Background: an optimization exercise with open tools, aiming at small area. Do not read the settings as production practice.
In this exercise RTL edits were held to simulation tests only and were not proved equivalent to the original.
Power is estimated from default activity; no workload was simulated.

Setup of job 5250:
==> flow/design.v <==
package dist_pkg;
    localparam int NUM_JOB_TYPES = 4;
    localparam int NUM_FTHREADS  = 4;
    localparam int JOB_TY_W      = 2;
    localparam int JOB_W      = 128;
    localparam int OPCODE_W   = 16;
    localparam int ADDR_W     = 58;
    localparam int OFFSET_W   = 32;
    localparam int CMD_W      = 8;
    localparam int PARAM_W    = 16;
    localparam int CMD_LINE_W = CMD_W + ADDR_W + ADDR_W + PARAM_W;
    localparam int JOB_CMD_LSB    = 0;
    localparam int JOB_PARAM_LSB  = 8;
    localparam int JOB_RD_OFS_LSB = 32;
    localparam int JOB_WR_OFS_LSB = 64;
    localparam logic [1:0] DIST_READY    = 2'b00;
    localparam logic [1:0] DIST_SCHEDULE = 2'b01;
    localparam logic [1:0] DIST_SUCCESS  = 2'b10;
    localparam logic [1:0] DIST_FAIL     = 2'b11;
endpackage
module addr_lo #(
    parameter int A1 = 7,
    parameter int A2 = 14,
    parameter int A3 = 21,
    parameter int A4 = 28
) (
    input  logic        clk,
    input  logic [31:0] base,
    input  logic [31:0] ofs,
    output logic [31:0] sum,
    output logic        cout
);
    logic [31:0] s_d;
    logic [31:0] s_q;
    logic [4:0]  c_d;
    logic [4:0]  c_q;
    logic [32:0] c;
    for (genvar i = 0; i < 32; i++) begin : g_r
        logic ci;
        if (i == 0 || i == A3) begin : g_c0
            assign ci = 1'b0;
        end else if (i == A1) begin : g_c1
            assign ci = c_q[0];
        end else if (i == A2) begin : g_c2
            assign ci = c_q[1];
        end else if (i == A4) begin : g_c4
            assign ci = c_q[3];
        end else begin : g_cn
            assign ci = c[i];
        end
        assign s_d[i]   = base[i] ^ ofs[i] ^ ci;
        assign c[i+1]   = (base[i] & ofs[i]) | (ci & (base[i] ^ ofs[i]));
    end
    assign c[0] = 1'b0;
    assign c_d  = {c[32], c[A4], c[A3], c[A2], c[A1]};
    always_ff @(posedge clk) begin
        s_q <= s_d;
        c_q <= c_d;
    end
    logic        inc_c;
    assign {inc_c, sum[31:A3]} = {1'b0, s_q[31:A3]} + {{(32-A3){1'b0}}, c_q[2]};
    assign sum[A3-1:0] = s_q[A3-1:0];
    assign cout = c_q[4] | inc_c;
endmodule
module job_distributor (
    input  logic             clk,
    input  logic             rst_n,
    input  logic [4*16-1:0]  fthread_config,
    input  logic             fthread_config_valid,
    input  logic [4*16-1:0]  job_config,
    input  logic             job_config_valid,
    input  logic [3:0]       job_queue_valid,
    input  logic [4*128-1:0] job_queue_data,
    output logic [3:0]       job_queue_ready,
    input  logic [57:0]      ws_base_addr,
    input  logic             ws_base_addr_valid,
    output logic [4*140-1:0] fthread_job,
    output logic [3:0]       fthread_job_valid,
    input  logic [3:0]       fthread_done
);
    localparam int A1 = 8;
    localparam int A2 = 16;
    localparam int A3 = 24;
    localparam int A4 = 28;
    logic [3:0][15:0] fthread_opcode;
    logic [3:0][15:0] job_opcode;
    logic [57:0]      base_q;
    always_ff @(posedge clk) begin
        if (fthread_config_valid) fthread_opcode <= fthread_config;
        if (job_config_valid)     job_opcode     <= job_config;
        if (ws_base_addr_valid)   base_q         <= ws_base_addr;
    end
    logic [1:0] phase;
    logic [3:0] q_oh;
    logic       q_inc;
    logic       take;
    logic [3:0] busy;
    logic [3:0] pick_q;
    assign take = (phase == 2'd0) && |(job_queue_valid & q_oh);
    assign q_inc = (phase == 2'd0) ? !take : (phase == 2'd3);
    always_ff @(posedge clk) begin
        if (!rst_n) begin
            phase <= 2'd0;
            q_oh  <= 4'b0001;
        end else begin
            if (phase == 2'd0) begin
                if (take) phase <= 2'd1;
            end else begin
                phase <= phase + 2'd1;
            end
            if (q_inc) begin
                q_oh <= {q_oh[2:0], q_oh[3]};
            end
        end
    end
    logic [3:0]  avail;
    logic [3:0]  pick;
    logic [15:0] type_opcode;
    always_comb begin
        type_opcode = '0;
        for (int t = 0; t < 4; t++) begin
            type_opcode |= job_opcode[t] & {16{q_oh[t]}};
        end
    end
    always_comb begin
        for (int f = 0; f < 4; f++) begin
            avail[f] = (type_opcode == fthread_opcode[f]) && !busy[f];
        end
    end
    assign pick = avail & (~avail + 4'd1);
    always_ff @(posedge clk) begin
        if (phase == 2'd1) pick_q <= pick;
    end
    logic [3:0] job_set;
    assign job_set = (phase == 2'd2) ? pick_q : 4'd0;
    always_ff @(posedge clk) begin
        if (!rst_n) begin
            busy <= 4'd0;
        end else begin
            busy <= job_set | (busy & ~fthread_done);
        end
    end
    assign job_queue_ready = q_oh & {4{(phase == 2'd2) && (|pick_q)}};
    assign fthread_job_valid = (phase == 2'd3) ? pick_q : 4'd0;
    logic [127:0] sel_word;
    always_comb begin
        sel_word = '0;
        for (int k = 0; k < 4; k++) begin
            sel_word |= job_queue_data[k*128 +: 128] & {128{q_oh[k]}};
        end
    end
    logic [31:0] rd_ofs, wr_ofs;
    assign rd_ofs = sel_word[63:32];
    assign wr_ofs = sel_word[95:64];
    logic [7:0]  cmd_q;
    logic [15:0] param_q;
    always_ff @(posedge clk) begin
        cmd_q   <= sel_word[7:0];
        param_q <= sel_word[23:8];
    end
    logic [31:0] rd_lo, wr_lo;
    logic        rd_cout, wr_cout;
    addr_lo #(.A1(A1), .A2(A2), .A3(A3), .A4(A4)) rd_lo_inst (
        .clk, .base(base_q[31:0]), .ofs(rd_ofs), .sum(rd_lo), .cout(rd_cout)
    );
    addr_lo #(.A1(A1), .A2(A2), .A3(A3), .A4(A4)) wr_lo_inst (
        .clk, .base(base_q[31:0]), .ofs(wr_ofs), .sum(wr_lo), .cout(wr_cout)
    );
    logic [25:0] ones;
    logic [25:0] rd_hi, wr_hi;
    assign ones[0] = 1'b1;
    for (genvar k = 1; k < 26; k++) begin : g_ones
        assign ones[k] = ones[k-1] & base_q[32+k-1];
    end
    assign rd_hi = base_q[57:32] ^ (ones & {26{rd_cout}});
    assign wr_hi = base_q[57:32] ^ (ones & {26{wr_cout}});
    logic [139:0] job_line;
    assign job_line = {cmd_q, rd_hi, rd_lo, wr_hi, wr_lo, param_q};
    assign fthread_job = {4{job_line}};
endmodule
Settings: LEC_CHECK=0, CAP_MARGIN=20, CORE_AREA=5 5 185 185, DIE_AREA=0 0 190 190, SLEW_MARGIN=20; clock period 5.0 ns.
standard.sh (not shown) runs the stock make flow with config.mk's settings and CLKGATE_MAP_FILE= SYNTH_SCRIPT=/design/flow/synth_recipe.tcl, a recipe that flattens the netlist after the stock synthesis.
==> flow/flow/run.sh <==
#!/bin/bash
# The standard ORFS layout (standard.sh, standard synthesis unchanged)
# with these layout choices:
#  - every port still gets its own buffer, but the smallest one (buf_1);
#  - pins may sit one routing track apart, so a small die fits all ports;
set -euo pipefail
export BUFFER_PORTS_ARGS="-buffer_cell sky130_fd_sc_hd__buf_1"
export PLACE_PINS_ARGS="-min_distance 1 -min_distance_in_tracks"
export CTS_ARGS="-sink_clustering_enable -repair_clock_nets -dont_use_dummy_load -buf_list sky130_fd_sc_hd__clkbuf_4 -sink_clustering_size 8 -sink_clustering_max_diameter 40"
bash standard.sh > standard.log 2>&1
Setup changes, job 5250 to job 6238
diff --git a/flow/design.v b/flow/design.v
--- a/flow/design.v
+++ b/flow/design.v
@@ -77,12 +77,11 @@
     output logic [4*140-1:0] fthread_job,
     output logic [3:0]       fthread_job_valid,
     input  logic [3:0]       fthread_done
 );
-    localparam int A1 = 8;
-    localparam int A2 = 16;
-    localparam int A3 = 24;
-    localparam int A4 = 28;
+    localparam int A1 = 7;
+    localparam int A2 = 14;
+    localparam int A3 = 21;
     logic [3:0][15:0] fthread_opcode;
     logic [3:0][15:0] job_opcode;
     logic [57:0]      base_q;
     always_ff @(posedge clk) begin
@@ -159,12 +158,12 @@
         param_q <= sel_word[23:8];
     end
     logic [31:0] rd_lo, wr_lo;
     logic        rd_cout, wr_cout;
-    addr_lo #(.A1(A1), .A2(A2), .A3(A3), .A4(A4)) rd_lo_inst (
+    addr_lo #(.A1(A1), .A2(A2), .A3(A3)) rd_lo_inst (
         .clk, .base(base_q[31:0]), .ofs(rd_ofs), .sum(rd_lo), .cout(rd_cout)
     );
-    addr_lo #(.A1(A1), .A2(A2), .A3(A3), .A4(A4)) wr_lo_inst (
+    addr_lo #(.A1(A1), .A2(A2), .A3(A3)) wr_lo_inst (
         .clk, .base(base_q[31:0]), .ofs(wr_ofs), .sum(wr_lo), .cout(wr_cout)
     );
     logic [25:0] ones;
     logic [25:0] rd_hi, wr_hi;
==> run notes <==
Critical path depth was higher in the run labelled job 5250. Job 5250 reports its launch point of the worst path as q_oh[3]$_SDFFE_PN0P_ while job 6238 reports wr_lo_inst.s_q[24]$_DFF_P_. | combinational power share | job 6238 vs job 5250 | ≈ equal |. The per-instance average area after synthesis on job 6238 is in line with that on job 5250. Job 6238 — detailed route wirelength on metal2 4.6% higher, job 5250 as reference. Taking job 5250 as the reference, in job 6238 routed wire length went up by about 5.3%, global placement routability congestion +5.2%. Going from job 5250 to job 6238, the post-place instance area was found to have gone up by 1.7%. Between job 6238 and job 5250, clock-buffer cell count is lower for job 6238, job 5250 comes in above that. Looking at worst hold slack across both flows, job 6238 is the weaker of the two, with job 5250 ahead. [compare] base=job 5250 new=job 6238: register share of total power increased by 0.2 points relative to the old numbers, layout overhead on the synthesized area increased by 0.44 points relative to the old numbers.

==> port drivers added, routing unchanged <==
The flow's constraints put no driver on any port. The routed layouts listed below were extracted and timed again, unchanged, in two steps.
Step 1 (the two cells are an assumption about what drives the block):
set clk [get_ports {clk}]
set_driving_cell -lib_cell sky130_fd_sc_hd__clkbuf_16 $clk
set_driving_cell -lib_cell sky130_fd_sc_hd__buf_2 [delete_from_list [all_inputs] $clk]
Step 2 moves the port delays by t, midway between the first and last clock arrival at a register: inputs arrive t later, outputs are due t later. That takes back most of the time a late clock gives input paths.
Slacks: ideal ports / drivers / drivers and shift; pairs: ideal ports / drivers.
| run | t, ns | setup slack, ns | hold WS [ns] | clock arrival spread, ns | worst slew at a driven data input, ns |
|---|---|---|---|---|---|
| job 5250 | 0.694 | 0.578 / 0.559 / 0.121 | 0.477 / 0.462 / 0.481 | 0.096 / 0.096 | 0.14 |
| job 6238 | 0.701 | 0.593 / 0.540 / 0.387 | 0.425 / 0.405 / 0.490 | 0.176 / 0.176 | 0.19 |
After both steps setup and hold are still met in every run listed. For job 5250, which loses most, drivers alone change the setup slack by -0.019 ns; drivers and shift together by -0.457 ns.
